Background: an optimization exercise with open tools, aiming at small area, a short achievable clock period and few clock cycles. Do not read the settings as production practice. For this run, only the layout was checked, not whether the RTL still works.

`design/flow/design.v`:
```
package csd_pkg;
    localparam int DEF_NUM_LANES   = 8;
    localparam int DEF_DATA_WIDTH  = 8;
    localparam int DEF_ACCUM_WIDTH = 48;
    localparam int DEF_LEN_WIDTH   = 16;
endpackage
module csd_mul8 (
    input  logic [7:0]  a,
    input  logic [7:0]  b,
    output logic [15:0] p
);
logic m1;
logic m2;
logic m3;
logic m4;
logic m5;
logic m6;
logic m7;
logic m8;
logic m9;
logic m10;
logic m11;
logic m12;
logic m13;
logic m14;
logic m15;
logic m16;
logic m17;
logic m18;
logic m19;
logic m20;
logic m21;
logic m22;
logic m23;
logic m24;
logic m25;
logic m26;
logic m27;
logic m28;
logic m29;
logic m30;
logic m31;
logic m32;
logic m33;
logic m34;
logic m35;
logic m36;
logic m37;
logic m38;
logic m39;
logic m40;
logic m41;
logic m42;
logic m43;
logic m44;
logic m45;
logic m46;
logic m47;
logic m48;
logic m49;
logic m50;
logic m51;
logic m52;
logic m53;
logic m54;
logic m55;
logic m56;
logic m57;
logic m58;
logic m59;
logic m60;
logic m61;
logic m62;
logic m63;
logic m64;
logic m65;
logic m66;
logic m67;
logic m68;
logic m69;
logic m70;
logic m71;
logic m72;
logic m73;
logic m74;
logic m75;
logic m76;
logic m77;
logic m78;
logic m79;
logic m80;
logic m81;
logic m82;
logic m83;
logic m84;
assign m1 = (a[0] & b[6]) ^ (a[1] & b[5]);
assign m2 = (a[0] & b[6]) & (a[1] & b[5]);
assign m3 = ~(a[0] & b[7]) ^ (a[1] & b[6]) ^ (a[2] & b[5]);
assign m4 = (~(a[0] & b[7]) & (a[1] & b[6])) | (~(a[0] & b[7]) & (a[2] & b[5])) | ((a[1] & b[6]) & (a[2] & b[5]));
assign m5 = (a[3] & b[4]) ^ (a[4] & b[3]);
assign m6 = (a[3] & b[4]) & (a[4] & b[3]);
assign m7 = ~(a[1] & b[7]) ^ (a[2] & b[6]) ^ (a[3] & b[5]);
assign m8 = (~(a[1] & b[7]) & (a[2] & b[6])) | (~(a[1] & b[7]) & (a[3] & b[5])) | ((a[2] & b[6]) & (a[3] & b[5]));
assign m9 = (a[4] & b[4]) ^ (a[5] & b[3]) ^ (a[6] & b[2]);
assign m10 = ((a[4] & b[4]) & (a[5] & b[3])) | ((a[4] & b[4]) & (a[6] & b[2])) | ((a[5] & b[3]) & (a[6] & b[2]));
assign m11 = ~(a[2] & b[7]) ^ (a[3] & b[6]) ^ (a[4] & b[5]);
assign m12 = (~(a[2] & b[7]) & (a[3] & b[6])) | (~(a[2] & b[7]) & (a[4] & b[5])) | ((a[3] & b[6]) & (a[4] & b[5]));
assign m13 = (a[0] & b[4]) ^ (a[1] & b[3]);
assign m14 = (a[0] & b[4]) & (a[1] & b[3]);
assign m15 = (a[0] & b[5]) ^ (a[1] & b[4]) ^ (a[2] & b[3]);
assign m16 = ((a[0] & b[5]) & (a[1] & b[4])) | ((a[0] & b[5]) & (a[2] & b[3])) | ((a[1] & b[4]) & (a[2] & b[3]));
assign m17 = (a[3] & b[2]) ^ (a[4] & b[1]);
assign m18 = (a[3] & b[2]) & (a[4] & b[1]);
assign m19 = m1 ^ (a[2] & b[4]) ^ (a[3] & b[3]);
assign m20 = (m1 & (a[2] & b[4])) | (m1 & (a[3] & b[3])) | ((a[2] & b[4]) & (a[3] & b[3]));
assign m21 = (a[4] & b[2]) ^ (a[5] & b[1]) ^ (a[6] & b[0]);
assign m22 = ((a[4] & b[2]) & (a[5] & b[1])) | ((a[4] & b[2]) & (a[6] & b[0])) | ((a[5] & b[1]) & (a[6] & b[0]));
assign m23 = m2 ^ m3 ^ m5;
assign m24 = (m2 & m3) | (m2 & m5) | (m3 & m5);
assign m25 = (a[5] & b[2]) ^ (a[6] & b[1]) ^ ~(a[7] & b[0]);
assign m26 = ((a[5] & b[2]) & (a[6] & b[1])) | ((a[5] & b[2]) & ~(a[7] & b[0])) | ((a[6] & b[1]) & ~(a[7] & b[0]));
assign m27 = m4 ^ m6 ^ m7;
assign m28 = (m4 & m6) | (m4 & m7) | (m6 & m7);
assign m29 = m9 ^ ~(a[7] & b[1]) ^ 1'b1;
assign m30 = (m9 & ~(a[7] & b[1])) | (m9 & 1'b1) | (~(a[7] & b[1]) & 1'b1);
assign m31 = m8 ^ m10 ^ m11;
assign m32 = (m8 & m10) | (m8 & m11) | (m10 & m11);
assign m33 = (a[5] & b[4]) ^ (a[6] & b[3]) ^ ~(a[7] & b[2]);
assign m34 = ((a[5] & b[4]) & (a[6] & b[3])) | ((a[5] & b[4]) & ~(a[7] & b[2])) | ((a[6] & b[3]) & ~(a[7] & b[2]));
assign m35 = m12 ^ ~(a[3] & b[7]) ^ (a[4] & b[6]);
assign m36 = (m12 & ~(a[3] & b[7])) | (m12 & (a[4] & b[6])) | (~(a[3] & b[7]) & (a[4] & b[6]));
assign m37 = (a[5] & b[5]) ^ (a[6] & b[4]) ^ ~(a[7] & b[3]);
assign m38 = ((a[5] & b[5]) & (a[6] & b[4])) | ((a[5] & b[5]) & ~(a[7] & b[3])) | ((a[6] & b[4]) & ~(a[7] & b[3]));
assign m39 = ~(a[4] & b[7]) ^ (a[5] & b[6]) ^ (a[6] & b[5]);
assign m40 = (~(a[4] & b[7]) & (a[5] & b[6])) | (~(a[4] & b[7]) & (a[6] & b[5])) | ((a[5] & b[6]) & (a[6] & b[5]));
assign m41 = (a[0] & b[3]) ^ (a[1] & b[2]);
assign m42 = (a[0] & b[3]) & (a[1] & b[2]);
assign m43 = m13 ^ (a[2] & b[2]) ^ (a[3] & b[1]);
assign m44 = (m13 & (a[2] & b[2])) | (m13 & (a[3] & b[1])) | ((a[2] & b[2]) & (a[3] & b[1]));
assign m45 = m14 ^ m15 ^ m17;
assign m46 = (m14 & m15) | (m14 & m17) | (m15 & m17);
assign m47 = m16 ^ m18 ^ m19;
assign m48 = (m16 & m18) | (m16 & m19) | (m18 & m19);
assign m49 = m20 ^ m22 ^ m23;
assign m50 = (m20 & m22) | (m20 & m23) | (m22 & m23);
assign m51 = m24 ^ m26 ^ m27;
assign m52 = (m24 & m26) | (m24 & m27) | (m26 & m27);
assign m53 = m28 ^ m30 ^ m31;
assign m54 = (m28 & m30) | (m28 & m31) | (m30 & m31);
assign m55 = m32 ^ m34 ^ m35;
assign m56 = (m32 & m34) | (m32 & m35) | (m34 & m35);
assign m57 = m36 ^ m38 ^ m39;
assign m58 = (m36 & m38) | (m36 & m39) | (m38 & m39);
assign m59 = m40 ^ ~(a[5] & b[7]) ^ (a[6] & b[6]);
assign m60 = (m40 & ~(a[5] & b[7])) | (m40 & (a[6] & b[6])) | (~(a[5] & b[7]) & (a[6] & b[6]));
assign m61 = (a[0] & b[2]) ^ (a[1] & b[1]);
assign m62 = (a[0] & b[2]) & (a[1] & b[1]);
assign m63 = m41 ^ (a[2] & b[1]) ^ (a[3] & b[0]);
assign m64 = (m41 & (a[2] & b[1])) | (m41 & (a[3] & b[0])) | ((a[2] & b[1]) & (a[3] & b[0]));
assign m65 = m42 ^ m43 ^ (a[4] & b[0]);
assign m66 = (m42 & m43) | (m42 & (a[4] & b[0])) | (m43 & (a[4] & b[0]));
assign m67 = m44 ^ m45 ^ (a[5] & b[0]);
assign m68 = (m44 & m45) | (m44 & (a[5] & b[0])) | (m45 & (a[5] & b[0]));
assign m69 = m46 ^ m47 ^ m21;
assign m70 = (m46 & m47) | (m46 & m21) | (m47 & m21);
assign m71 = m48 ^ m49 ^ m25;
assign m72 = (m48 & m49) | (m48 & m25) | (m49 & m25);
assign m73 = m50 ^ m51 ^ m29;
assign m74 = (m50 & m51) | (m50 & m29) | (m51 & m29);
assign m75 = m52 ^ m53 ^ m33;
assign m76 = (m52 & m53) | (m52 & m33) | (m53 & m33);
assign m77 = m54 ^ m55 ^ m37;
assign m78 = (m54 & m55) | (m54 & m37) | (m55 & m37);
assign m79 = m56 ^ m57 ^ ~(a[7] & b[4]);
assign m80 = (m56 & m57) | (m56 & ~(a[7] & b[4])) | (m57 & ~(a[7] & b[4]));
assign m81 = m58 ^ m59 ^ ~(a[7] & b[5]);
assign m82 = (m58 & m59) | (m58 & ~(a[7] & b[5])) | (m59 & ~(a[7] & b[5]));
assign m83 = m60 ^ ~(a[6] & b[7]) ^ ~(a[7] & b[6]);
assign m84 = (m60 & ~(a[6] & b[7])) | (m60 & ~(a[7] & b[6])) | (~(a[6] & b[7]) & ~(a[7] & b[6]));
logic [15:0] r0, r1;
assign r0 = {1'b1, m84, m82, m80, m78, m76, m74, m72, m70, m68, m66, m64, m62, m61, (a[0] & b[1]), (a[0] & b[0])};
assign r1 = {1'b0, (a[7] & b[7]), m83, m81, m79, m77, m75, m73, m71, m69, m67, m65, m63, (a[2] & b[0]), (a[1] & b[0]), 1'b0};
assign p = r0 + r1;
endmodule
import csd_pkg::*;
module csd_vector_unit #(
    parameter int NUM_LANES   = DEF_NUM_LANES,
    parameter int DATA_WIDTH  = DEF_DATA_WIDTH,
    parameter int ACCUM_WIDTH = DEF_ACCUM_WIDTH,
    parameter int LEN_WIDTH   = DEF_LEN_WIDTH
) (
    input  logic                              clk,
    input  logic                              rst_n,
    input  logic                              cfg_valid,
    output logic                              cfg_ready,
    input  logic [LEN_WIDTH-1:0]              cfg_len,
    input  logic                              cfg_mode,
    input  logic [NUM_LANES-1:0]              cfg_break_mask,
    input  logic                              in_valid,
    output logic                              in_ready,
    input  logic [NUM_LANES*DATA_WIDTH-1:0]   in_act,
    input  logic [NUM_LANES*DATA_WIDTH-1:0]   in_wgt,
    input  logic [NUM_LANES-1:0]              in_nz_mask,
    output logic                              out_valid,
    input  logic                              out_ready,
    output logic [NUM_LANES*ACCUM_WIDTH-1:0]  out_data,
    output logic [NUM_LANES-1:0]              out_seg_mask,
    output logic                              busy
);
    localparam int BW0 = 31, BW1 = 32, BW2 = 33, BW3 = 33;
    localparam int BW4 = 34, BW5 = 34, BW6 = 34, BW7 = 34;
    logic                 cur_v, cur_zero, cur_first, cur_one;
    logic [LEN_WIDTH-1:0] cur_rem;
    logic [6:0]           cur_mask;
    logic                 nxt_v;
    logic [LEN_WIDTH-1:0] nxt_len;
    logic [6:0]           nxt_mask;
    logic [6:0]           cfg_eff;
    logic                 p_v, p_first, p_last;
    logic [6:0]           p_mask;
    logic signed [15:0]   p_d [8];
    logic                 ov_q;
    logic [6:0]           om_q;
    logic [2:0]           njobs;
    logic go, beat_hs, pseudo, cfg_hs, out_hs, cur_adv;
    assign cfg_eff   = cfg_mode ? cfg_break_mask[6:0] : 7'd0;
    assign cfg_ready = !nxt_v;
    assign cfg_hs    = cfg_valid && !nxt_v;
    assign out_hs    = ov_q && out_ready;
    assign go        = cur_v && !(p_v && p_last) && !(ov_q && !out_ready);
    assign in_ready  = go && !cur_zero;
    assign beat_hs   = in_valid && in_ready;
    assign pseudo    = go && cur_zero;
    assign cur_adv   = pseudo || (beat_hs && cur_one);
    always_ff @(posedge clk or negedge rst_n) begin
        if (!rst_n) begin
            cur_v     <= 1'b0;
            cur_zero  <= 1'b0;
            cur_first <= 1'b0;
            cur_one   <= 1'b0;
            cur_rem   <= '0;
            cur_mask  <= '0;
            nxt_v     <= 1'b0;
            nxt_len   <= '0;
            nxt_mask  <= '0;
        end else begin
            if (cur_adv || !cur_v) begin
                if (nxt_v) begin
                    cur_v     <= 1'b1;
                    cur_zero  <= (nxt_len == '0);
                    cur_one   <= (nxt_len == LEN_WIDTH'(1));
                    cur_first <= 1'b1;
                    cur_rem   <= nxt_len;
                    cur_mask  <= nxt_mask;
                    nxt_v     <= 1'b0;
                end else if (cfg_hs) begin
                    cur_v     <= 1'b1;
                    cur_zero  <= (cfg_len == '0);
                    cur_one   <= (cfg_len == LEN_WIDTH'(1));
                    cur_first <= 1'b1;
                    cur_rem   <= cfg_len;
                    cur_mask  <= cfg_eff;
                end else begin
                    cur_v     <= 1'b0;
                end
            end else begin
                if (beat_hs) begin
                    cur_rem   <= cur_rem - LEN_WIDTH'(1);
                    cur_one   <= (cur_rem == LEN_WIDTH'(2));
                    cur_first <= 1'b0;
                end
                if (cfg_hs) begin
                    nxt_v    <= 1'b1;
                    nxt_len  <= cfg_len;
                    nxt_mask <= cfg_eff;
                end
            end
        end
    end
    logic signed [15:0] prod [8];
    for (genvar g = 0; g < 8; g++) begin : g_mul
        logic [7:0] a_g;
        assign a_g = in_act[g*8 +: 8] & {8{beat_hs && in_nz_mask[g]}};
        csd_mul8 u_mul (
            .a(a_g),
            .b(in_wgt[g*8 +: 8]),
            .p(prod[g])
        );
    end
    always_ff @(posedge clk or negedge rst_n) begin
        if (!rst_n) begin
            p_v     <= 1'b0;
            p_first <= 1'b0;
            p_last  <= 1'b0;
            p_mask  <= '0;
        end else begin
            p_v     <= beat_hs || pseudo;
            p_first <= pseudo || (beat_hs && cur_first);
            p_last  <= cur_adv;
            p_mask  <= cur_mask;
        end
    end
    always_ff @(posedge clk) begin
        for (int i = 0; i < 8; i++)
            p_d[i] <= prod[i];
    end
    logic [6:0] c;
    assign c = ~p_mask;
    logic signed [16:0] s1, x23, x45, x67;
    logic signed [17:0] s3, y6, y7;
    assign s1  = 17'(p_d[1]) + (c[0] ? 17'(p_d[0]) : 17'sd0);
    assign x23 = 17'(p_d[3]) + (c[2] ? 17'(p_d[2]) : 17'sd0);
    assign x45 = 17'(p_d[5]) + (c[4] ? 17'(p_d[4]) : 17'sd0);
    assign x67 = 17'(p_d[7]) + (c[6] ? 17'(p_d[6]) : 17'sd0);
    assign s3  = 18'(x23) + ((c[1] & c[2]) ? 18'(s1) : 18'sd0);
    assign y6  = 18'(p_d[6]) + (c[5] ? 18'(x45) : 18'sd0);
    assign y7  = 18'(x67) + ((c[5] & c[6]) ? 18'(x45) : 18'sd0);
    logic signed [17:0] t2, t4, t5, t6, t7;
    assign t2 = (c[1] ? 18'(s1) : 18'sd0);
    assign t4 = (c[3] ? s3 : 18'sd0);
    assign t5 = ((c[3] & c[4]) ? s3 : 18'sd0);
    assign t6 = ((c[3] & c[4] & c[5]) ? s3 : 18'sd0);
    assign t7 = ((c[3] & c[4] & c[5] & c[6]) ? s3 : 18'sd0);
    logic signed [BW0-1:0] b0;
    logic signed [BW1-1:0] b1;
    logic signed [BW2-1:0] b2;
    logic signed [BW3-1:0] b3;
    logic signed [BW4-1:0] b4;
    logic signed [BW5-1:0] b5;
    logic signed [BW6-1:0] b6;
    logic signed [BW7-1:0] b7;
    always_ff @(posedge clk) begin
        b0 <= (p_first ? BW0'(0) : b0) + BW0'(p_d[0]);
        b1 <= (p_first ? BW1'(0) : b1) + BW1'(s1);
        b2 <= (p_first ? BW2'(0) : b2) + BW2'(p_d[2]) + BW2'(t2);
        b3 <= (p_first ? BW3'(0) : b3) + BW3'(s3);
        b4 <= (p_first ? BW4'(0) : b4) + BW4'(p_d[4]) + BW4'(t4);
        b5 <= (p_first ? BW5'(0) : b5) + BW5'(x45) + BW5'(t5);
        b6 <= (p_first ? BW6'(0) : b6) + BW6'(y6) + BW6'(t6);
        b7 <= (p_first ? BW7'(0) : b7) + BW7'(y7) + BW7'(t7);
    end
    always_ff @(posedge clk or negedge rst_n) begin
        if (!rst_n) begin
            ov_q  <= 1'b0;
            om_q  <= '0;
            njobs <= '0;
        end else begin
            ov_q  <= (p_v && p_last) || (ov_q && !out_ready);
            if (p_v && p_last)
                om_q <= p_mask;
            njobs <= njobs + 3'(cfg_hs) - 3'(out_hs);
        end
    end
    assign out_valid    = ov_q;
    assign busy         = (njobs != 3'd0);
    assign out_seg_mask = {1'b1, om_q};
    assign out_data[0*48 +: 48] = om_q[0] ? 48'(b0) : 48'd0;
    assign out_data[1*48 +: 48] = om_q[1] ? 48'(b1) : 48'd0;
    assign out_data[2*48 +: 48] = om_q[2] ? 48'(b2) : 48'd0;
    assign out_data[3*48 +: 48] = om_q[3] ? 48'(b3) : 48'd0;
    assign out_data[4*48 +: 48] = om_q[4] ? 48'(b4) : 48'd0;
    assign out_data[5*48 +: 48] = om_q[5] ? 48'(b5) : 48'd0;
    assign out_data[6*48 +: 48] = om_q[6] ? 48'(b6) : 48'd0;
    assign out_data[7*48 +: 48] = 48'(b7);
endmodule
```
`design/flow/run.sh`:
```
#!/bin/bash
# synth_recipe.tcl (not shown) runs the flow's synth.tcl, then flattens the netlist and writes it again
# the make line also repeats each setting of config.mk as NAME=value (left out here)
make -C /OpenROAD-flow-scripts/flow DESIGN_CONFIG=/design/flow/config.mk WORK_HOME=/design/flow/orfs CLKGATE_MAP_FILE= SYNTH_SCRIPT=/design/flow/synth_recipe.tcl finish
```
`design/flow/config.mk`:
```
export PLATFORM = sky130hd
export DESIGN_NAME = csd_vector_unit
export DESIGN_NICKNAME = csd_vector_unit
export VERILOG_FILES = /design/flow/design.v
export SDC_FILE = /design/flow/constraint.sdc
export NUM_CORES = 4
export LEC_CHECK = 0
export CAP_MARGIN = 20
export CORE_MARGIN = 2
export CORE_UTILIZATION = 45
export SLEW_MARGIN = 20
```
`design/flow/constraint.sdc`:
```
create_clock -name core_clock -period 7.5 [get_ports {clk}]
set_input_delay 1.5000 -clock core_clock [delete_from_list [all_inputs] [get_ports {clk}]]
set_output_delay 1.5000 -clock core_clock [all_outputs]
set_load 0.01 [all_outputs]
```
==> flow_metrics.tcl <==
set metrics [dict create \
    gp_congestion 0.926 \
    cp-end-kind "flop" \
    synth_nets 7262 \
    start_util 0.454 \
    dp_slack_ns 0.0744 \
    ys_top_cells_by_area "fa_1, dfxtp_1, ha_1" \
    setup_violations 0 \
    ys_types 97 \
    die_x_um 346 \
    syn2layout_area_growth_pct 17.8 \
    pin_count 562 \
    overflow 0 \
    synth_top_family_by_area "adder cells" \
    yosysTopAreaCell "fa_1" \
    synth.cell_area_sq_um 52700 \
    synth_fa_ha_area_frac 0.307 \
    antenna_found_initial 7 \
    core_area_sq_um 116000 \
    routed_wl_um 150000 \
    yosys.area_share.simple 0.220 \
    syn_inst 6084 \
    cpPeakStageDelay_ns 0.54 \
    setup_slack_ns 0.343 \
    fin_crit_sh 0.954 \
    clock_skew_ns 0.0222 \
    cp.required_ns 8.06 \
    yosysWarnings 4 \
    ys.flop_type "dfxtp_1" \
    synth_edf_count 0 \
    synth_top_area_share 0.178 \
    post-route-min-period_ns 7.16 \
    synth_compound_area_frac 0.139 \
    die_h_um 346 \
    cp.arrival_ns 7.72 \
    clockBufferDepth 3 \
    cap_violations 0 \
    dp_hpwl_um 121000 \
    slew_violations 0 \
    cts_inserted_buffers 60 \
    vias_per_cell 5.39 \
    drc 0 \
    wl_per_cell_um 18.5 \
    grt_start_max_net_pins 83 \
    die_area_sq_um 120000 \
    root_buffer "clkbuf_16" \
    seq_area_frac_synth 0.184 \
    cp-start-kind "flop" \
    status "no timing/DRC/antenna violations" \
    hold_class "flop to flop" \
    worst-path-max-fanout 7 \
    critPathKind "flop to flop" \
    synth_xor_area_frac 0.0662 \
    grt_pass1_wl_um 239000 \
    yosys-mux-area-fraction 0.00941 \
    cpMostUsedCell "ha_1" \
    max_freq_ghz 0.140 \
    relSlewSlack 0.385 \
    cts_max_level 2 \
    portBuffers 559 \
    grt_pass1_vias 43800 \
    placementRows 125 \
    worst_pin_slew_ns 0.922 \
    clk_pin_slew_ns 0.06 \
    ant_nets 0 \
    dr_total_vias 43800 \
    cts_tree "done" \
    cts.sinks 465 \
    synth_seq_cells 465 \
    hold_viol 0 \
    dr.pass1.iters 7 \
    slowest_stage "fa_1" \
    cts_hold_buf 0 \
    insertion_delay_ns 0.70 \
    drt_iter0_drc 2425 \
    syn_area_per_cell_sq_um 8.65 \
    grt_usage 0.248 \
    drive_above_1_share 0.0553 \
    synthArstFlopShare 0.155 \
    nNetsFinal 7732 \
]
-- Yosys cell counts, types with 99 or more instances --
master,instances
a21o_1,141
and3_1,408
buf_4,120
xnor2_1,292
nand3_1,245
xor2_1,106
nand2_1,238
inv_1,640
nor2b_1,335
nor2_1,298
and2_1,258
clkbuf_1,154
nor3_1,99
ha_1,544
o21ai_0,146
dfxtp_1,393
a21oi_1,351
fa_1,468
-- critical path: cells and delay by family, from the launching register on --
family	cells	cell delay (ns)
AOI/OAI and AO/OA	15	3.04
DFF	1	0.44
and+or+nand+nor	6	1.13
buffers and inverters	4	0.51
xor gates and xnor gates	2	0.41
adders and majority gates	4	1.46
-- state kept, by name, summed over array words and instances (netlist names), 32 cells and up --
signal  count
b1         32
b2         33
b3         33
b4         34
b5         34
b6         34
b7         34
p_d       128
-- kinds of logic (layout without fill, tap and decap cells) --
family | count (synthesis) | after routing
buffers and inverters | 917 | 1434
and+or+nand+nor | 2125 | 2125
DFF | 465 | 465
AOI/OAI and AO/OA | 1120 | 1120
xor gates and xnor gates | 398 | 398
adders and majority gates | 1012 | 1012
other | 1 | 2
muxes | 46 | 46
-- repair_timing --
action                     4_1_cts  5_1_grt
setup endpoints to repair        0       41
buffers inserted                 0        4
resized for setup                0       46
-- placed cells by master (no fill, tap or decap), types with 258 or more instances in the layout --
cell type / count
nor2b_1: 333
fa_1: 468
ha_1: 543
clkdlybuf4s50_1: 558
xnor2_1: 291
nor2_1: 293
and3_1: 407
dfxtp_1: 393
and2_1: 258
a21oi_1: 348
inv_1: 640
-- final timing paths --
kind                                    startpoint                 endpoint  slack (ns)  cells past startpoint
max                            p_mask[0]$_DFF_PN0_           b5[33]$_DFF_P_        0.34                     31
min reg2reg                cur_mask[0]$_DFFE_PN0P_      p_mask[0]$_DFF_PN0_        0.38                      0
max reg2reg                    p_mask[0]$_DFF_PN0_           b5[33]$_DFF_P_        0.34                     31
min                        cur_mask[0]$_DFFE_PN0P_      p_mask[0]$_DFF_PN0_        0.38                      0
min in group asynchronous                    rst_n  nxt_len[12]$_DFFE_PN0P_        0.71                      1
max in group asynchronous                    rst_n        p_first$_DFF_PN0_        5.66                      2
-- cell type report --
cell class              instances  area, sq um
diodes                          1         2.50
inverters                     640         2400
well taps                    1524         1910
repair buffers                685         6600
multi-input cells            4702        39400
fillers                     11000        54000
clock buffers                  83         1720
flip-flops and latches        465         9680
clock inverters                26          354
-- layer usage --
layer / GRT usage / up-vias / share of wire
met5: 0 / - / 0
met4: 0.0733 / 0 / 0.031
met3: 0.0382 / 185 / 0.054
met2: 0.427 / 954 / 0.48
met1: 0.320 / 21200 / 0.44
li1: - / 21500 / -
-- stage by stage --
stage	area (sq um)	instances	hold slack, ns	setup TNS, ns	utilization
floorplan	52700	6084	0.354	-1.58	-
global placement	59700	8012	0.372	0	0.514
finish	62000	8126	0.380	0	0.534
detailed placement	59700	8012	0.360	0	0.514
CTS	61800	8121	0.383	0	0.532
global route	62000	8125	0.403	-0.0287	0.534

afterwards: timing with drivers on the ports:
No port has a modelled driver above. Below, the same layout with a new extraction and two added sets of constraints.
Step 1 assumes that a clkbuf_16 drives the clock port and a buf_2 every other input.
Step 2 adds t to the input delays and takes it off the output delays; t is the mean of the earliest and latest rising clock arrival at the registers after step 1. Input paths then give back, and output paths get back, about the clock's delay inside the block.
Three values: no drivers, after step 1, after step 2; two values: the first two.
t (ns): 0.761
slack for setup (ns): 0.343 / 0.343 / 0.343
hold WS [ns]: 0.380 / 0.380 / 0.380
worst setup path at the end: register to register
After both steps this run still meets setup and hold. For this run, drivers alone change the setup slack by 0.000 ns; drivers and shift together by 0.000 ns.
